Background: an optimization exercise with open tools, aiming at small area. Do not read the settings as production practice. Function was checked by simulation only, so behaviour that the tests miss may differ from the original.

==> 01-09 <==
Design ddc_top, start of the top module:
module ddc_top (
    input  wire logic        i_clock,
    input  wire logic        i_rst_n,
    input  wire logic [31:0] i_sample,
    input  wire logic        i_valid,
    input  wire logic [31:0] i_phase_inc,
    input  wire logic        i_phase_inc_valid,
    output      logic [31:0] o_iq,
    output      logic        o_valid
);
Settings: LEC_CHECK=0, CAP_MARGIN=20, CORE_MARGIN=2, CORE_UTILIZATION=40, CTS_BUF_LIST=sky130_fd_sc_hd__clkbuf_8 sky130_fd_sc_hd__clkbuf_16, CTS_CLUSTER_DIAMETER=120, CTS_CLUSTER_SIZE=30, SLEW_MARGIN=20, SYNTH_HIERARCHICAL=1; clock period 10.0 ns.
standard.sh (not shown) runs the stock make flow with config.mk's settings and CLKGATE_MAP_FILE= SYNTH_SCRIPT=/design/flow/synth_recipe.tcl, a recipe that flattens the netlist after the stock synthesis.
==> flow/flow/run.sh <==
#!/bin/bash
# Layout flow: the standard synthesis, unchanged; then every combinational cell in
# the synthesized netlist is set to its smallest drive strength, except those driving more than 6 pins (registers keep their
# cells), so that the resizer in the standard layout sizes up only what timing, slew
# and capacitance need; then the standard layout from floorplan to finish.
set -euo pipefail
R="$PWD/orfs/results/$FLOW_PLATFORM/ddc_top/base"
bash standard.sh synth > synth_run.log 2>&1
cp "$R/1_2_yosys.v" 1_2_yosys.standard.v
python3 flow/downsize.py "$FLOW_HOME/platforms/$FLOW_PLATFORM/lib/sky130_fd_sc_hd__tt_025C_1v80.lib" \
    1_2_yosys.standard.v "$R/1_2_yosys.v" 6 > downsize.log 2>&1
rm -f "$R/1_synth.odb" "$R/1_synth.sdc"
bash standard.sh > layout_run.log 2>&1
==> flow/flow/downsize.py <==
#!/usr/bin/env python3
"""downsize.py LIB IN.v OUT.v [MAXFO]: give every combinational cell instance in IN.v
the smallest-area cell of the same function family (same name up to the drive suffix),
unless one of its outputs drives more than MAXFO pins (default 6), where the size
synthesis chose is kept. Flip-flops, latches and every other cell kind are left alone."""
import re, sys

lib, src, dst = sys.argv[1:4]
maxfo = int(sys.argv[4]) if len(sys.argv) > 4 else 6
libtxt = open(lib).read()
area, outpins = {}, {}
for m in re.finditer(r'\n    cell \("(sky130_fd_sc_hd__\w+)"\)', libtxt):
    name = m.group(1)
    j = libtxt.find('\n    cell (', m.end())
    body = libtxt[m.end(): j if j > 0 else len(libtxt)]
    a = re.search(r'area\s*:\s*([\d.]+)', body)
    if a:
        area[name] = float(a.group(1))
    outs = set()
    for pm in re.finditer(r'(?<![_a-z])pin \("(\w+)"\)', body):
        seg = body[pm.end(): pm.end() + 400]
        d = re.search(r'direction : "(\w+)"', seg)
        if d and d.group(1) == "output":
            outs.add(pm.group(1))
    outpins[name] = outs
family = {}
for c in area:
    m = re.match(r"(sky130_fd_sc_hd__[a-z0-9]+?)_(\d+)$", c)
    if m:
        family.setdefault(m.group(1), []).append(c)
KEEP = re.compile(r"sky130_fd_sc_hd__(df|edf|sdf|sedf|dl|sdl|conb|tap|fill|decap|diode|clk|lpflow|probe|macro)")
swap = {}
for base, cells in family.items():
    best = min(cells, key=lambda c: (area[c], c))
    for c in cells:
        if c != best and area[c] > area[best] and not KEEP.match(c):
            swap[c] = best
text = open(src).read()
inst_re = re.compile(r"\b(sky130_fd_sc_hd__\w+)(\s+)(\S+)(\s*\()(.*?)\);", re.S)
# fanout: number of input pins on each net
fo = {}
insts = []
for m in inst_re.finditer(text):
    cell = m.group(1)
    pins = re.findall(r"\.(\w+)\(\s*([^()]*?)\s*\)", m.group(5))
    insts.append((m, cell, pins))
    for p, n in pins:
        if p not in outpins.get(cell, ()):
            fo[n] = fo.get(n, 0) + 1
count, kept = {}, 0
def rep(m):
    global kept
    c = m.group(1)
    if c not in swap:
        return m.group(0)
    pins = re.findall(r"\.(\w+)\(\s*([^()]*?)\s*\)", m.group(5))
    f = max([fo.get(n, 0) for p, n in pins if p in outpins.get(c, ())] or [0])
    if f > maxfo:
        kept += 1
        return m.group(0)
    count[c] = count.get(c, 0) + 1
    return swap[c] + m.group(0)[len(c):]
text = inst_re.sub(rep, text)
open(dst, "w").write(text)
saved = sum(n * (area[c] - area[swap[c]]) for c, n in count.items())
for c, n in sorted(count.items()):
    print(f"{n:6d} {c} -> {swap[c]}")
print(f"kept {kept} cells that drive more than {maxfo} pins")
print(f"area saved before layout: {saved:.1f} um2")
==> inputs of 04-11, as changes to 01-09 <==
==> flow/flow/run.sh (replaced) <==
#!/bin/bash
# Layout flow: the standard synthesis, unchanged; then every combinational cell in
# the synthesized netlist is set to its smallest drive strength (registers keep their
# cells), so that the resizer in the standard layout sizes up only what timing, slew
# and capacitance need; then the standard layout from floorplan to finish, with
# every port buffered by the smallest buffer (buf_1) instead of clkdlybuf4s50_1.
set -euo pipefail
R="$PWD/orfs/results/$FLOW_PLATFORM/ddc_top/base"
bash standard.sh synth > synth_run.log 2>&1
cp "$R/1_2_yosys.v" 1_2_yosys.standard.v
python3 flow/downsize.py "$FLOW_HOME/platforms/$FLOW_PLATFORM/lib/sky130_fd_sc_hd__tt_025C_1v80.lib" \
    1_2_yosys.standard.v "$R/1_2_yosys.v" > downsize.log 2>&1
rm -f "$R/1_synth.odb" "$R/1_synth.sdc"
bash standard.sh BUFFER_PORTS_ARGS="-buffer_cell sky130_fd_sc_hd__buf_1" finish > layout_run.log 2>&1
==> flow/flow/downsize.py (replaced) <==
#!/usr/bin/env python3
"""downsize.py LIB IN.v OUT.v: give every combinational cell instance in IN.v the
smallest-area cell of the same function family (same name up to the drive suffix),
leaving flip-flops, latches and every other cell kind as they are."""
import re, sys

lib, src, dst = sys.argv[1:4]
area = {}
for m in re.finditer(r'cell\s*\(\s*"?(sky130_fd_sc_hd__\w+)"?\s*\)\s*\{.*?area\s*:\s*([\d.]+)', open(lib).read(), re.S):
    area[m.group(1)] = float(m.group(2))
family = {}
for c in area:
    m = re.match(r"(sky130_fd_sc_hd__[a-z0-9]+?)_(\d+)$", c)
    if m:
        family.setdefault(m.group(1), []).append(c)
KEEP = re.compile(r"sky130_fd_sc_hd__(df|edf|sdf|sedf|dl|sdl|conb|tap|fill|decap|diode|clk|lpflow|probe|macro)")
swap = {}
for base, cells in family.items():
    best = min(cells, key=lambda c: (area[c], c))
    for c in cells:
        if c != best and area[c] > area[best] and not KEEP.match(c):
            swap[c] = best
text = open(src).read()
count = {}
def rep(m):
    c = m.group(1)
    if c in swap:
        count[c] = count.get(c, 0) + 1
        return swap[c] + m.group(2)
    return m.group(0)
text = re.sub(r"\b(sky130_fd_sc_hd__\w+)(\s+\S+\s*\()", rep, text)
open(dst, "w").write(text)
saved = sum(n * (area[c] - area[swap[c]]) for c, n in count.items())
for c, n in sorted(count.items()):
    print(f"{n:6d} {c} -> {swap[c]}")
print(f"area saved before layout: {saved:.1f} um2")
==> flow/config.mk (replaced) <==
export PLATFORM = sky130hd
export DESIGN_NAME = ddc_top
export DESIGN_NICKNAME = ddc_top
export VERILOG_FILES = /design/flow/design.v
export SDC_FILE = /design/flow/constraint.sdc
export NUM_CORES = 4
export LEC_CHECK = 0
export CAP_MARGIN = 5
export CORE_MARGIN = 2
export CORE_UTILIZATION = 40
export CTS_BUF_LIST = sky130_fd_sc_hd__clkbuf_8 sky130_fd_sc_hd__clkbuf_16
export CTS_CLUSTER_DIAMETER = 100
export CTS_CLUSTER_SIZE = 20
export SLEW_MARGIN = 5
export SYNTH_HIERARCHICAL = 1
==> inputs of 12-13, as changes to 01-09 <==
==> flow/flow/run.sh (replaced) <==
#!/bin/bash
# Layout flow: the standard synthesis, unchanged; then every combinational cell in
# the synthesized netlist is set to its smallest drive strength (registers keep their
# cells), so that the resizer in the standard layout sizes up only what timing, slew
# and capacitance need; then the standard layout from floorplan to finish.
set -euo pipefail
R="$PWD/orfs/results/$FLOW_PLATFORM/ddc_top/base"
bash standard.sh synth > synth_run.log 2>&1
cp "$R/1_2_yosys.v" 1_2_yosys.standard.v
python3 flow/downsize.py "$FLOW_HOME/platforms/$FLOW_PLATFORM/lib/sky130_fd_sc_hd__tt_025C_1v80.lib" \
    1_2_yosys.standard.v "$R/1_2_yosys.v" > downsize.log 2>&1
rm -f "$R/1_synth.odb" "$R/1_synth.sdc"
bash standard.sh > layout_run.log 2>&1
==> flow/flow/downsize.py (replaced) <==
#!/usr/bin/env python3
"""downsize.py LIB IN.v OUT.v: give every combinational cell instance in IN.v the
smallest-area cell of the same function family (same name up to the drive suffix),
leaving flip-flops, latches and every other cell kind as they are."""
import re, sys

lib, src, dst = sys.argv[1:4]
area = {}
for m in re.finditer(r'cell\s*\(\s*"?(sky130_fd_sc_hd__\w+)"?\s*\)\s*\{.*?area\s*:\s*([\d.]+)', open(lib).read(), re.S):
    area[m.group(1)] = float(m.group(2))
family = {}
for c in area:
    m = re.match(r"(sky130_fd_sc_hd__[a-z0-9]+?)_(\d+)$", c)
    if m:
        family.setdefault(m.group(1), []).append(c)
KEEP = re.compile(r"sky130_fd_sc_hd__(df|edf|sdf|sedf|dl|sdl|conb|tap|fill|decap|diode|clk|lpflow|probe|macro)")
swap = {}
for base, cells in family.items():
    best = min(cells, key=lambda c: (area[c], c))
    for c in cells:
        if c != best and area[c] > area[best] and not KEEP.match(c):
            swap[c] = best
text = open(src).read()
count = {}
def rep(m):
    c = m.group(1)
    if c in swap:
        count[c] = count.get(c, 0) + 1
        return swap[c] + m.group(2)
    return m.group(0)
text = re.sub(r"\b(sky130_fd_sc_hd__\w+)(\s+\S+\s*\()", rep, text)
open(dst, "w").write(text)
saved = sum(n * (area[c] - area[swap[c]]) for c, n in count.items())
for c, n in sorted(count.items()):
    print(f"{n:6d} {c} -> {swap[c]}")
print(f"area saved before layout: {saved:.1f} um2")
--- a/flow/config.mk
+++ b/flow/config.mk
@@ -9,7 +9,4 @@
 export CORE_MARGIN = 2
 export CORE_UTILIZATION = 40
-export CTS_BUF_LIST = sky130_fd_sc_hd__clkbuf_8 sky130_fd_sc_hd__clkbuf_16
-export CTS_CLUSTER_DIAMETER = 120
-export CTS_CLUSTER_SIZE = 30
 export SLEW_MARGIN = 20
 export SYNTH_HIERARCHICAL = 1
==> impl_metrics.ini <==
[cells_and_area]
syn_to_final_growth_pct = 13.6
buffer_area_share_pct = 6.79

[floorplanning]
n_tap_cell = 1276

[run_status]
run_status = timing/DRC/antenna clean

[sta]
finClkSkew_ns = 0.0154
(the above is from 01-09)
==> impl_metrics.ini <==
[cells_and_area]
buffer_area_share_pct = 4.90
regMostFlops = nco_i.inc
syn_to_final_growth_pct = 12.6

[run_status]
run_status = timing/DRC/antenna clean
(the above is from 04-11)
==> impl_metrics.ini <==
[run_status]
run_status = timing/DRC/antenna clean

[sta]
finClkSkew_ns = 0.0265

[floorplanning]
n_tap_cell = 1265

[cells_and_area]
clkCellAreaFrac_pct = 2.33
buffer_area_share_pct = 6.20

[power_and_ir_drop]
(the above is from 12-13)

[afterwards: timing with drivers on the ports]
The flow's constraints put no driver on any port. The routed layouts listed below were extracted and timed again, unchanged, in two steps.
Step 1 assumes that a clkbuf_16 drives the clock port and a buf_2 every other input.
Step 2 times the ports against the registers' clock, not the clock port: input delays grow and output delays shrink by t, the midpoint of the rising clock arrivals with the driver on.
a / b / c = ideal ports / drivers / drivers and shift; a / b = the first two.
run	t, ns	setup slack, ns	hold WS [ns]	worst slew at a driven data input, ns
01-09	0.571	0.768 / 0.768 / 0.604	0.505 / 0.505 / 0.505	0.08
04-11	0.607	0.641 / 0.641 / 0.641	0.497 / 0.497 / 0.497	0.09
12-13	0.667	0.672 / 0.672 / 0.473	0.493 / 0.493 / 0.493	0.10
After both steps setup and hold are still met in every run listed. For 12-13, which loses most, drivers alone change the setup slack by 0.000 ns; drivers and shift together by -0.199 ns.
